This design comes from an exercise in tuning for small area on the open sky130 flow, not from production work.
Where RTL was checked, it was by simulation tests only, not by an equivalence proof against the original.
No activity file was given, so power comes from the tool's default toggle rates.

the previous run:
## video_overlay
module video_overlay (
	input wire logic clk,
	input wire logic rst,
	input wire logic [1:0] switches,
	input wire track_pkg::buttons_t buttons,
	input wire video_pkg::raster_t raster,
	input wire video_pkg::rgb666_t pixel_in,
	input wire video_pkg::hsv_t hsv_in,
	input wire track_pkg::pos_t com_pos,
	input wire track_pkg::pos_t light_pos,
	input wire logic com_ready,
	output video_pkg::rgb666_t pixel_out,
	output logic hsync_out,
	output logic vsync_out,
	output logic blank_out,
	output track_pkg::readout_t readout
);
For scale: roughly 1200 cells after synthesis, about 630 flip-flops, roughly 170 I/O pins.
==> module overlay_mixer, before the edit <==
module overlay_mixer (
	input wire logic clk,
	input wire logic rst,
	input wire video_pkg::overlay_mode_e mode,
	input wire video_pkg::raster_t raster,
	input wire logic [2:0] syncs_del,
	input wire video_pkg::rgb666_t pixel_in,
	input wire video_pkg::hsv_t hsv_in,
	input wire track_pkg::pos_t com_pos,
	input wire track_pkg::pos_t light_pos,
	input wire track_pkg::pos_t cursor,
	input wire logic com_ready,
	output video_pkg::rgb666_t pixel_out,
	output logic hsync_out,
	output logic vsync_out,
	output logic blank_out,
	output track_pkg::pos_t com_latched,
	output track_pkg::pos_t com_next
);
	assign com_next = ({21{~rst & com_ready}} & com_pos) | ({21{~rst & ~com_ready}} & com_latched);
	always_ff @(posedge clk) begin
		com_latched <= com_next;
	end
	logic near_x, near_y;
	logic near_com;
	logic on_light;
	logic on_cursor;
	logic hue_ok;
	logic sv_ok;
	logic use_pixel;
	logic [5:0] c_r, c_g, c_b;
	near2 #(.W(11)) u_near_x (.a(raster.hcount), .b(com_latched.x), .near(near_x));
	near2 #(.W(10)) u_near_y (.a(raster.vcount), .b(com_latched.y), .near(near_y));
	assign near_com = near_x | near_y;
	assign on_light = (raster.hcount == light_pos.x) || (raster.vcount == light_pos.y);
	assign on_cursor = (raster.hcount == cursor.x) || (raster.vcount == cursor.y);
	assign hue_ok = (hsv_in.h >= 8'hEB) && (hsv_in.h <= 8'hFA);
	assign sv_ok = (hsv_in.s > 8'h88) && (hsv_in.v > 8'h88);
	always_comb begin
		use_pixel = 1'b0;
		c_r = '0;
		c_g = '0;
		c_b = '0;
		case (mode)
			video_pkg::MODE_TRACK: begin
				if (near_com) c_g = '1;
				else if (on_light) c_b = '1;
				else use_pixel = 1'b1;
			end
			video_pkg::MODE_CURSOR: begin
				if (on_cursor) c_g = '1;
				else if (on_light) c_b = '1;
				else use_pixel = 1'b1;
			end
			video_pkg::MODE_HSV: begin
				c_r = {6{hue_ok}};
				c_g = {6{hue_ok & sv_ok}};
				c_b = {6{sv_ok}};
			end
			default: use_pixel = 1'b1;
		endcase
	end
	always_ff @(posedge clk) begin
		if (rst) begin
			pixel_out <= '0;
			hsync_out <= 1'b0;
			vsync_out <= 1'b0;
			blank_out <= 1'b1;
		end else begin
			pixel_out <= (pixel_in & {18{use_pixel}}) | {c_r, c_g, c_b};
			if (mode == video_pkg::MODE_HSV) begin
				{hsync_out, vsync_out, blank_out} <= syncs_del;
			end else begin
				hsync_out <= raster.hsync;
				vsync_out <= raster.vsync;
				blank_out <= raster.blank;
			end
		end
	end
endmodule
==> module near2, before the edit <==
module near2 #(parameter int W = 11) (
	input wire logic [W-1:0] a,
	input wire logic [W-1:0] b,
	output logic near
);
	logic [W:1] z, p, m;
	assign z[W] = 1'b1;
	assign p[W] = 1'b0;
	assign m[W] = 1'b0;
	for (genvar i = W - 1; i >= 1; i--) begin : g_s
		assign z[i] = z[i+1] & ~(a[i] ^ b[i]);
		assign p[i] = (z[i+1] & a[i] & ~b[i]) | (p[i+1] & ~a[i] & b[i]);
		assign m[i] = (z[i+1] & ~a[i] & b[i]) | (m[i+1] & a[i] & ~b[i]);
	end
	assign near = z[1] | (p[1] & ~(a[0] & ~b[0])) | (m[1] & ~(~a[0] & b[0]));
endmodule
==> flow/config.mk <==
export PLATFORM = sky130hd
export DESIGN_NAME = video_overlay
export DESIGN_NICKNAME = video_overlay
export VERILOG_FILES = /design/flow/design.v
export SDC_FILE = /design/flow/constraint.sdc
export NUM_CORES = 4
export LEC_CHECK = 0
export CAP_MARGIN = 20
export CORE_MARGIN = 2
export CORE_UTILIZATION = 70
export SLEW_MARGIN = 20
==> flow/constraint.sdc <==
create_clock -name core_clock -period 6.0 [get_ports {clk}]
set_input_delay 1.2000 -clock core_clock [delete_from_list [all_inputs] [get_ports {clk}]]
set_output_delay 1.2000 -clock core_clock [all_outputs]
set_load 0.01 [all_outputs]
standard.sh (not shown) runs the stock make flow with config.mk's settings and CLKGATE_MAP_FILE= SYNTH_SCRIPT=/design/flow/synth_recipe.tcl, a recipe that flattens the netlist after the stock synthesis.
==> flow/flow/run.sh <==
#!/bin/bash
# The standard layout (standard.sh) with three changes: an area-oriented ABC script in
# synthesis, minimum-size port buffers, and a clock tree of small buffers without dummy loads.
# The tools' output goes to standard_flow.log here; ORFS keeps each step's log under orfs/logs.
set -euo pipefail
W=$(pwd)
export FLOW_WORK=$W
export FLOW_ABC_SCRIPT=$W/flow/abc_area.script
export BUFFER_PORTS_ARGS="-buffer_cell sky130_fd_sc_hd__buf_1"
export CTS_ARGS="-sink_clustering_enable -repair_clock_nets -dont_use_dummy_load -buf_list sky130_fd_sc_hd__clkbuf_4 -sink_clustering_size 11 -sink_clustering_max_diameter 40"
bash standard.sh SYNTH_SCRIPT=$W/flow/synth.tcl finish > standard_flow.log 2>&1
==> flow/flow/abc_area.script <==
&get -n
&st
&dch
&nf -R 1000 -p
&put
==> flow/flow/synth.tcl <==
# The standard synthesis (synth_recipe.tcl) with one change: ABC maps with
# flow/abc_area.script, an area-oriented script, instead of ORFS's speed script.
# Flip-flops are mapped before ABC runs, so the registers are the standard ones.
proc abc {args} {
  set i [lsearch -exact $args -script]
  if {$i >= 0} {
    lset args [expr {$i + 1}] $::env(FLOW_ABC_SCRIPT)
  }
  yosys abc {*}$args
}
source $::env(FLOW_WORK)/synth_recipe.tcl
The previous run went all the way through the flow, and no timing, DRC or antenna check failed.
What the current run does differently from the previous run at the input level:
-- flow/design.v --
<<< the previous run, line 145
		com_latched <= com_next;
	end
	logic near_x, near_y;
	logic near_com;
	logic on_light;
>>> the current run, line 145
		com_latched <= com_next;
	end
	track_pkg::pos_t mark;
	logic near_x, near_y;
	logic eq_x, eq_y;
	logic near_com;
	logic on_light;
<<< the previous run, line 153
	logic use_pixel;
	logic [5:0] c_r, c_g, c_b;
	near2 #(.W(11)) u_near_x (.a(raster.hcount), .b(com_latched.x), .near(near_x));
	near2 #(.W(10)) u_near_y (.a(raster.vcount), .b(com_latched.y), .near(near_y));
	assign near_com = near_x | near_y;
	assign on_light = (raster.hcount == light_pos.x) || (raster.vcount == light_pos.y);
	assign on_cursor = (raster.hcount == cursor.x) || (raster.vcount == cursor.y);
	assign hue_ok = (hsv_in.h >= 8'hEB) && (hsv_in.h <= 8'hFA);
	assign sv_ok = (hsv_in.s > 8'h88) && (hsv_in.v > 8'h88);
>>> the current run, line 155
	logic use_pixel;
	logic [5:0] c_r, c_g, c_b;
	logic switches_cursor;
	assign switches_cursor = mode[1];
	assign mark = switches_cursor ? cursor : com_latched;
	near2 #(.W(11)) u_near_x (.a(raster.hcount), .b(mark.x), .near(near_x), .eq(eq_x));
	near2 #(.W(10)) u_near_y (.a(raster.vcount), .b(mark.y), .near(near_y), .eq(eq_y));
	assign near_com = near_x | near_y;
	assign on_cursor = eq_x | eq_y;
	assign on_light = (raster.hcount == light_pos.x) || (raster.vcount == light_pos.y);
	assign hue_ok = (hsv_in.h >= 8'hEB) && (hsv_in.h <= 8'hFA);
	assign sv_ok = (hsv_in.s > 8'h88) && (hsv_in.v > 8'h88);
<<< the previous run, line 205
	input wire logic [W-1:0] a,
	input wire logic [W-1:0] b,
	output logic near
);
	logic [W:1] z, p, m;
>>> the current run, line 210
	input wire logic [W-1:0] a,
	input wire logic [W-1:0] b,
	output logic near,
	output logic eq
);
	logic [W:1] z, p, m;
<<< the previous run, line 217
	end
	assign near = z[1] | (p[1] & ~(a[0] & ~b[0])) | (m[1] & ~(~a[0] & b[0]));
endmodule
`default_nettype wire
>>> the current run, line 223
	end
	assign near = z[1] | (p[1] & ~(a[0] & ~b[0])) | (m[1] & ~(~a[0] & b[0]));
	assign eq = z[1] & ~(a[0] ^ b[0]);
endmodule
`default_nettype wire
Findings:
Delta (the current run minus the previous run): basic-gate share of the synthesized area counting and, or, nand and nor cells now smaller; area of combinational cells with multiple inputs now larger; worst-case setup slack after placement now sits lower.
On portion of the clock cycle consumed by the worst path in the final layout: the current run sits below the previous run.
Worst slack on hold paths (the current run over the previous run): decrease, 0.024 ns
Non-clock buffering overhead in the final layout delta for the current run relative to the previous run: 0.17 points higher
Compared with the previous run, in the current run sum of routed wire length over all layers has increased; sequential share of layout area fell by 0.17 points; inverter count decreased 7.
Only the layout flow was run in the current run; the RTL was not checked for function there.

* * *

## lane 1
The RTL this note starts from:
==> flow/design.v <==
`default_nettype none
package video_pkg;
	typedef struct packed {
		logic [5:0] r;
		logic [5:0] g;
		logic [5:0] b;
	} rgb666_t;
	typedef struct packed {
		logic [7:0] h;
		logic [7:0] s;
		logic [7:0] v;
	} hsv_t;
	typedef struct packed {
		logic [10:0] hcount;
		logic [9:0] vcount;
		logic hsync;
		logic vsync;
		logic blank;
	} raster_t;
	typedef enum logic [1:0] {
		MODE_VIDEO = 2'd0,
		MODE_TRACK = 2'd1,
		MODE_CURSOR = 2'd2,
		MODE_HSV = 2'd3
	} overlay_mode_e;
endpackage
`default_nettype wire
`default_nettype none
package track_pkg;
	typedef struct packed {
		logic [10:0] x;
		logic [9:0] y;
	} pos_t;
	typedef struct packed {
		logic up;
		logic down;
		logic left;
		logic right;
	} buttons_t;
	typedef struct packed {
		logic [7:0] hue;
		pos_t pos;
	} readout_t;
endpackage
`default_nettype wire
`default_nettype none
module debounce (
	input wire logic clk,
	input wire logic rst,
	input wire logic raw,
	output logic clean
);
	localparam int CNT_W = $clog2(16);
	logic [CNT_W-1:0] cnt;
	logic differ;
	assign differ = raw ^ clean;
	always_ff @(posedge clk) begin
		if (rst || !differ) begin
			cnt <= '0;
		end else begin
			cnt <= cnt + 1'b1;
		end
	end
	always_ff @(posedge clk) begin
		if (rst) begin
			clean <= 1'b0;
		end else if (differ && (&cnt)) begin
			clean <= raw;
		end
	end
endmodule
`default_nettype wire
`default_nettype none
module cursor_mover (
	input wire logic clk,
	input wire logic rst,
	input wire logic step,
	input wire track_pkg::buttons_t buttons,
	output track_pkg::pos_t cursor,
	output track_pkg::pos_t cursor_flip,
	output logic cursor_next_zero
);
	logic y_inc, y_dec, x_inc, x_dec;
	assign y_inc = step & buttons.down & ~(cursor.y[9] & cursor.y[8]);
	assign y_dec = step & ~y_inc & buttons.up & (|cursor.y);
	assign x_inc = step & buttons.right & ~cursor.x[10];
	assign x_dec = step & ~x_inc & buttons.left & (|cursor.x);
	logic [10:0] y_t;
	logic [11:0] x_t;
	assign y_t[0] = y_inc | y_dec;
	assign x_t[0] = x_inc | x_dec;
	for (genvar i = 0; i < 10; i++) begin : g_yt
		assign y_t[i+1] = y_t[i] & (cursor.y[i] ^ y_dec);
	end
	for (genvar i = 0; i < 11; i++) begin : g_xt
		assign x_t[i+1] = x_t[i] & (cursor.x[i] ^ x_dec);
	end
	assign cursor_flip = {x_t[10:0], y_t[9:0]};
	logic x_is0, y_is0, x_is1, y_is1;
	assign x_is0 = ~(|cursor.x);
	assign y_is0 = ~(|cursor.y);
	assign x_is1 = (cursor.x == 11'd1);
	assign y_is1 = (cursor.y == 10'd1);
	assign cursor_next_zero = ((x_is0 & ~x_inc) | (x_is1 & x_dec)) & ((y_is0 & ~y_inc) | (y_is1 & y_dec));
	always_ff @(posedge clk) begin
		if (rst) begin
			cursor <= '0;
		end else begin
			cursor <= cursor ^ cursor_flip;
		end
	end
endmodule
`default_nettype wire
`default_nettype none
module sync_delay #(
	parameter int DEPTH = 22
) (
	input wire logic clk,
	input wire video_pkg::raster_t raster,
	output video_pkg::raster_t raster_early,
	output logic [2:0] syncs_del
);
	logic [23:0] pipe [DEPTH-1];
	always_ff @(posedge clk) begin
		pipe[0] <= raster;
		for (int i = 1; i < DEPTH - 1; i++) begin
			pipe[i] <= pipe[i-1];
		end
		syncs_del <= pipe[DEPTH-2][2:0];
	end
	assign raster_early = pipe[DEPTH-2];
endmodule
`default_nettype wire
`default_nettype none
module overlay_mixer (
	input wire logic clk,
	input wire logic rst,
	input wire video_pkg::overlay_mode_e mode,
	input wire video_pkg::raster_t raster,
	input wire logic [2:0] syncs_del,
	input wire video_pkg::rgb666_t pixel_in,
	input wire video_pkg::hsv_t hsv_in,
	input wire track_pkg::pos_t com_pos,
	input wire track_pkg::pos_t light_pos,
	input wire track_pkg::pos_t cursor,
	input wire logic com_ready,
	output video_pkg::rgb666_t pixel_out,
	output logic hsync_out,
	output logic vsync_out,
	output logic blank_out,
	output track_pkg::pos_t com_latched,
	output track_pkg::pos_t com_next
);
	assign com_next = rst ? '0 : (com_ready ? com_pos : com_latched);
	always_ff @(posedge clk) begin
		com_latched <= com_next;
	end
	logic near_x, near_y;
	logic near_com;
	logic on_light;
	logic on_cursor;
	logic hue_ok;
	logic sv_ok;
	logic use_pixel;
	logic [5:0] c_r, c_g, c_b;
	near2 #(.W(11)) u_near_x (.a(raster.hcount), .b(com_latched.x), .near(near_x));
	near2 #(.W(10)) u_near_y (.a(raster.vcount), .b(com_latched.y), .near(near_y));
	assign near_com = near_x | near_y;
	assign on_light = (raster.hcount == light_pos.x) || (raster.vcount == light_pos.y);
	assign on_cursor = (raster.hcount == cursor.x) || (raster.vcount == cursor.y);
	assign hue_ok = (hsv_in.h >= 8'hEB) && (hsv_in.h <= 8'hFA);
	assign sv_ok = (hsv_in.s > 8'h88) && (hsv_in.v > 8'h88);
	always_comb begin
		use_pixel = 1'b0;
		c_r = '0;
		c_g = '0;
		c_b = '0;
		case (mode)
			video_pkg::MODE_TRACK: begin
				if (near_com) c_g = '1;
				else if (on_light) c_b = '1;
				else use_pixel = 1'b1;
			end
			video_pkg::MODE_CURSOR: begin
				if (on_cursor) c_g = '1;
				else if (on_light) c_b = '1;
				else use_pixel = 1'b1;
			end
			video_pkg::MODE_HSV: begin
				c_r = {6{hue_ok}};
				c_g = {6{hue_ok & sv_ok}};
				c_b = {6{sv_ok}};
			end
			default: use_pixel = 1'b1;
		endcase
	end
	always_ff @(posedge clk) begin
		if (rst) begin
			pixel_out <= '0;
			hsync_out <= 1'b0;
			vsync_out <= 1'b0;
			blank_out <= 1'b1;
		end else begin
			pixel_out <= (pixel_in & {18{use_pixel}}) | {c_r, c_g, c_b};
			if (mode == video_pkg::MODE_HSV) begin
				{hsync_out, vsync_out, blank_out} <= syncs_del;
			end else begin
				hsync_out <= raster.hsync;
				vsync_out <= raster.vsync;
				blank_out <= raster.blank;
			end
		end
	end
endmodule
module near2 #(parameter int W = 11) (
	input wire logic [W-1:0] a,
	input wire logic [W-1:0] b,
	output logic near
);
	logic [W:0] bw;
	logic [W-1:0] d;
	assign bw[0] = 1'b0;
	for (genvar i = 0; i < W; i++) begin : g_b
		assign d[i] = a[i] ^ b[i] ^ bw[i];
		assign bw[i+1] = (~a[i] & b[i]) | (~(a[i] ^ b[i]) & bw[i]);
	end
	assign near = bw[W] ? (&d[W-1:1]) : ((d[W-1:2] == '0) && !(d[1] && d[0]));
endmodule
`default_nettype wire
`default_nettype none
module readout_latch (
	input wire logic clk,
	input wire logic rst,
	input wire logic track_en,
	input wire logic valid_next,
	input wire track_pkg::pos_t pos_early,
	input wire video_pkg::hsv_t hsv_in,
	input wire track_pkg::pos_t com_latched,
	input wire track_pkg::pos_t com_next,
	input wire track_pkg::pos_t cursor,
	input wire track_pkg::pos_t cursor_flip,
	input wire logic cursor_next_zero,
	output track_pkg::readout_t readout
);
	logic at_com;
	logic at_cursor;
	always_ff @(posedge clk) begin
		at_com <= valid_next ? (pos_early == com_next) : (com_next == '0);
		at_cursor <= rst | (valid_next ? ((pos_early ^ cursor_flip) == cursor) : cursor_next_zero);
	end
	always_ff @(posedge clk) begin
		if (rst) begin
			readout <= '0;
		end else if (track_en && at_com) begin
			readout.hue <= hsv_in.h;
			readout.pos <= com_latched;
		end else if (at_cursor) begin
			readout.hue <= hsv_in.h;
			readout.pos <= cursor;
		end
	end
endmodule
`default_nettype wire
`default_nettype none
module video_overlay (
	input wire logic clk,
	input wire logic rst,
	input wire logic [1:0] switches,
	input wire track_pkg::buttons_t buttons,
	input wire video_pkg::raster_t raster,
	input wire video_pkg::rgb666_t pixel_in,
	input wire video_pkg::hsv_t hsv_in,
	input wire track_pkg::pos_t com_pos,
	input wire track_pkg::pos_t light_pos,
	input wire logic com_ready,
	output video_pkg::rgb666_t pixel_out,
	output logic hsync_out,
	output logic vsync_out,
	output logic blank_out,
	output track_pkg::readout_t readout
);
	video_pkg::overlay_mode_e mode;
	logic track_en;
	wire track_pkg::buttons_t buttons_db;
	track_pkg::pos_t cursor;
	track_pkg::pos_t com_latched;
	track_pkg::pos_t cursor_flip;
	logic cursor_next_zero;
	track_pkg::pos_t com_next;
	video_pkg::raster_t raster_early;
	logic [2:0] syncs_pipe;
	logic [2:0] syncs_del;
	assign mode = video_pkg::overlay_mode_e'(switches);
	assign track_en = switches[0];
	logic [2:0] step_cnt;
	logic [1:0] age;
	logic del_valid;
	logic valid_next;
	always_ff @(posedge clk) begin
		if (rst) begin
			step_cnt <= '0;
			age <= '0;
		end else begin
			step_cnt <= step_cnt + 1'b1;
			if ((&step_cnt) && !(&age)) age <= age + 1'b1;
		end
	end
	assign del_valid = (&age) | (age[1] & step_cnt[2] & step_cnt[1]);
	assign valid_next = ~rst & ((&age) | (age[1] & step_cnt[2] & (step_cnt[1] | step_cnt[0])));
	for (genvar i = 0; i < 4; i++) begin : g_db
		debounce u_debounce (
			.clk(clk),
			.rst(rst),
			.raw(buttons[i]),
			.clean(buttons_db[i])
		);
	end
	cursor_mover u_cursor_mover (
		.clk(clk),
		.rst(rst),
		.step(step_cnt == '0),
		.buttons(buttons_db),
		.cursor(cursor),
		.cursor_flip(cursor_flip),
		.cursor_next_zero(cursor_next_zero)
	);
	sync_delay u_sync_delay (
		.clk(clk),
		.raster(raster),
		.raster_early(raster_early),
		.syncs_del(syncs_pipe)
	);
	assign syncs_del = syncs_pipe & {3{del_valid}};
	overlay_mixer u_overlay_mixer (
		.clk(clk),
		.rst(rst),
		.mode(mode),
		.raster(raster),
		.syncs_del(syncs_del),
		.pixel_in(pixel_in),
		.hsv_in(hsv_in),
		.com_pos(com_pos),
		.light_pos(light_pos),
		.cursor(cursor),
		.com_ready(com_ready),
		.pixel_out(pixel_out),
		.hsync_out(hsync_out),
		.vsync_out(vsync_out),
		.blank_out(blank_out),
		.com_latched(com_latched),
		.com_next(com_next)
	);
	readout_latch u_readout_latch (
		.clk(clk),
		.rst(rst),
		.track_en(track_en),
		.valid_next(valid_next),
		.pos_early(raster_early[23:3]),
		.hsv_in(hsv_in),
		.com_latched(com_latched),
		.com_next(com_next),
		.cursor(cursor),
		.cursor_flip(cursor_flip),
		.cursor_next_zero(cursor_next_zero),
		.readout(readout)
	);
endmodule
`default_nettype wire
==> flow/config.mk <==
export PLATFORM = sky130hd
export DESIGN_NAME = video_overlay
export DESIGN_NICKNAME = video_overlay
export VERILOG_FILES = /design/flow/design.v
export SDC_FILE = /design/flow/constraint.sdc
export NUM_CORES = 4
export LEC_CHECK = 0
export CAP_MARGIN = 20
export CORE_MARGIN = 2
export CORE_UTILIZATION = 70
export SETUP_SLACK_MARGIN = 0.2
export SLEW_MARGIN = 20
==> flow/constraint.sdc <==
create_clock -name core_clock -period 6.0 [get_ports {clk}]
set_input_delay 1.2000 -clock core_clock [delete_from_list [all_inputs] [get_ports {clk}]]
set_output_delay 1.2000 -clock core_clock [all_outputs]
set_load 0.01 [all_outputs]
==> flow/flow/run.sh <==
#!/bin/bash
# The standard layout (standard.sh) with three changes: an area-oriented ABC script in
# synthesis, minimum-size port buffers, and a clock tree of small buffers without dummy loads.
# The tools' output goes to standard_flow.log here; ORFS keeps each step's log under orfs/logs.
set -euo pipefail
W=$(pwd)
export FLOW_WORK=$W
export FLOW_ABC_SCRIPT=$W/flow/abc_area.script
export BUFFER_PORTS_ARGS="-buffer_cell sky130_fd_sc_hd__buf_1"
export CTS_ARGS="-sink_clustering_enable -repair_clock_nets -dont_use_dummy_load -buf_list sky130_fd_sc_hd__clkbuf_4 -sink_clustering_size 12 -sink_clustering_max_diameter 40"
bash standard.sh SYNTH_SCRIPT=$W/flow/synth.tcl finish > standard_flow.log 2>&1
Scripts as last shown in full above: flow/flow/abc_area.script, flow/flow/synth.tcl
What lane 2 does differently from lane 1 at the input level:
-- flow/design.v --
<<< lane 1, line 78
	input wire track_pkg::buttons_t buttons,
	output track_pkg::pos_t cursor,
	output track_pkg::pos_t cursor_flip,
	output logic cursor_next_zero
);
	logic y_inc, y_dec, x_inc, x_dec;
>>> lane 2, line 78
	input wire track_pkg::buttons_t buttons,
	output track_pkg::pos_t cursor,
	output track_pkg::pos_t cursor_next
);
	logic y_inc, y_dec, x_inc, x_dec;
<<< lane 1, line 96
		assign x_t[i+1] = x_t[i] & (cursor.x[i] ^ x_dec);
	end
	assign cursor_flip = {x_t[10:0], y_t[9:0]};
	logic x_is0, y_is0, x_is1, y_is1;
	assign x_is0 = ~(|cursor.x);
	assign y_is0 = ~(|cursor.y);
	assign x_is1 = (cursor.x == 11'd1);
	assign y_is1 = (cursor.y == 10'd1);
	assign cursor_next_zero = ((x_is0 & ~x_inc) | (x_is1 & x_dec)) & ((y_is0 & ~y_inc) | (y_is1 & y_dec));
	always_ff @(posedge clk) begin
		if (rst) begin
			cursor <= '0;
		end else begin
			cursor <= cursor ^ cursor_flip;
		end
	end
endmodule
>>> lane 2, line 95
		assign x_t[i+1] = x_t[i] & (cursor.x[i] ^ x_dec);
	end
	assign cursor_next = rst ? '0 : {cursor.x ^ x_t[10:0], cursor.y ^ y_t[9:0]};
	always_ff @(posedge clk) begin
		cursor <= cursor_next;
	end
endmodule
<<< lane 1, line 152
	output track_pkg::pos_t com_next
);
	assign com_next = rst ? '0 : (com_ready ? com_pos : com_latched);
	always_ff @(posedge clk) begin
		com_latched <= com_next;
>>> lane 2, line 141
	output track_pkg::pos_t com_next
);
	assign com_next = ({21{~rst & com_ready}} & com_pos) | ({21{~rst & ~com_ready}} & com_latched);
	always_ff @(posedge clk) begin
		com_latched <= com_next;
<<< lane 1, line 239
	input wire track_pkg::pos_t com_next,
	input wire track_pkg::pos_t cursor,
	input wire track_pkg::pos_t cursor_flip,
	input wire logic cursor_next_zero,
	output track_pkg::readout_t readout
);
>>> lane 2, line 228
	input wire track_pkg::pos_t com_next,
	input wire track_pkg::pos_t cursor,
	input wire track_pkg::pos_t cursor_next,
	output track_pkg::readout_t readout
);
<<< lane 1, line 247
	always_ff @(posedge clk) begin
		at_com <= valid_next ? (pos_early == com_next) : (com_next == '0);
		at_cursor <= rst | (valid_next ? ((pos_early ^ cursor_flip) == cursor) : cursor_next_zero);
	end
	always_ff @(posedge clk) begin
		if (rst) begin
			readout <= '0;
		end else if (track_en && at_com) begin
			readout.hue <= hsv_in.h;
			readout.pos <= com_latched;
		end else if (at_cursor) begin
			readout.hue <= hsv_in.h;
			readout.pos <= cursor;
		end
	end
endmodule
>>> lane 2, line 235
	always_ff @(posedge clk) begin
		at_com <= valid_next ? (pos_early == com_next) : (com_next == '0);
		at_cursor <= valid_next ? (pos_early == cursor_next) : (cursor_next == '0);
	end
	logic take_com, take_cursor, hold;
	assign take_com = ~rst & track_en & at_com;
	assign take_cursor = ~rst & ~(track_en & at_com) & at_cursor;
	assign hold = ~rst & ~(track_en & at_com) & ~at_cursor;
	always_ff @(posedge clk) begin
		readout.hue <= ({8{take_com | take_cursor}} & hsv_in.h) | ({8{hold}} & readout.hue);
		readout.pos <= ({21{take_com}} & com_latched) | ({21{take_cursor}} & cursor) |
			({21{hold}} & readout.pos);
	end
endmodule
<<< lane 1, line 285
	track_pkg::pos_t cursor;
	track_pkg::pos_t com_latched;
	track_pkg::pos_t cursor_flip;
	logic cursor_next_zero;
	track_pkg::pos_t com_next;
	video_pkg::raster_t raster_early;
>>> lane 2, line 271
	track_pkg::pos_t cursor;
	track_pkg::pos_t com_latched;
	track_pkg::pos_t cursor_next;
	track_pkg::pos_t com_next;
	video_pkg::raster_t raster_early;
<<< lane 1, line 322
		.buttons(buttons_db),
		.cursor(cursor),
		.cursor_flip(cursor_flip),
		.cursor_next_zero(cursor_next_zero)
	);
	sync_delay u_sync_delay (
>>> lane 2, line 307
		.buttons(buttons_db),
		.cursor(cursor),
		.cursor_next(cursor_next)
	);
	sync_delay u_sync_delay (
<<< lane 1, line 361
		.com_next(com_next),
		.cursor(cursor),
		.cursor_flip(cursor_flip),
		.cursor_next_zero(cursor_next_zero),
		.readout(readout)
	);
>>> lane 2, line 345
		.com_next(com_next),
		.cursor(cursor),
		.cursor_next(cursor_next),
		.readout(readout)
	);
[summary]
From lane 1 to lane 2 the numbers moved as follows: utilization of the core after routing shrank by 0.57 points, amount of wire on met2 after detailed routing shrank by 650 um, final area shrank by 240 sq um, area after synthesis shrank by 200 sq um, flip-flop and latch count after synthesis held steady. Compared to lane 1, lane 2 has routability-driven placement congestion ratio 4.5% higher. Complete run, failing final checks: lane 2, reason setup timing. Total number of tap cells in lane 2 vs lane 1: down about 9%. Compared to lane 1, lane 2 has global routing usage summed across all routing layers 0.38 points lower. Delta (lane 2 minus lane 1): maximum ir drop on the vdd rail now sits lower, logic gate share of total power now sits at about the same level.
No run of this note included a check of the RTL's function; only the layout flow was run.

==> static timing again, ports no longer ideal <==
Ports are ideal in the flow. The routed layouts listed here were re-timed in OpenROAD.
Step 1 assumes that a clkbuf_16 drives the clock port and a buf_2 every other input.
Step 2 adds t to the input delays and takes it off the output delays; t is the mean of the earliest and latest rising clock arrival at the registers after step 1. Input paths then give back, and output paths get back, about the clock's delay inside the block.
a / b / c = ideal / step 1 / step 2; a / b = the first two.
run | shift t [ns] | setup WS [ns] | worst setup path after step 2 | worst register clock-pin slew, ns | worst slew at a driven data input, ns
the previous run | 0.688 | 1.363 / 1.363 / 0.909 | input to register | 0.11 / 0.11 | 0.05
the current run | 0.691 | 1.515 / 1.515 / 0.898 | input to register | 0.11 / 0.11 | 0.06
lane 1 | 0.733 | 0.188 / 0.190 / -0.543 | input to register | 0.12 / 0.12 | 0.06
lane 2 | 0.731 | -0.003 / -0.004 / -0.735 | input to register | 0.12 / 0.12 | 0.06
Met with ideal ports but missed after step 2: setup timing in lane 1. The setup slack of lane 2, which loses most, moves by -0.001 ns with the drivers and by -0.732 ns with both steps.
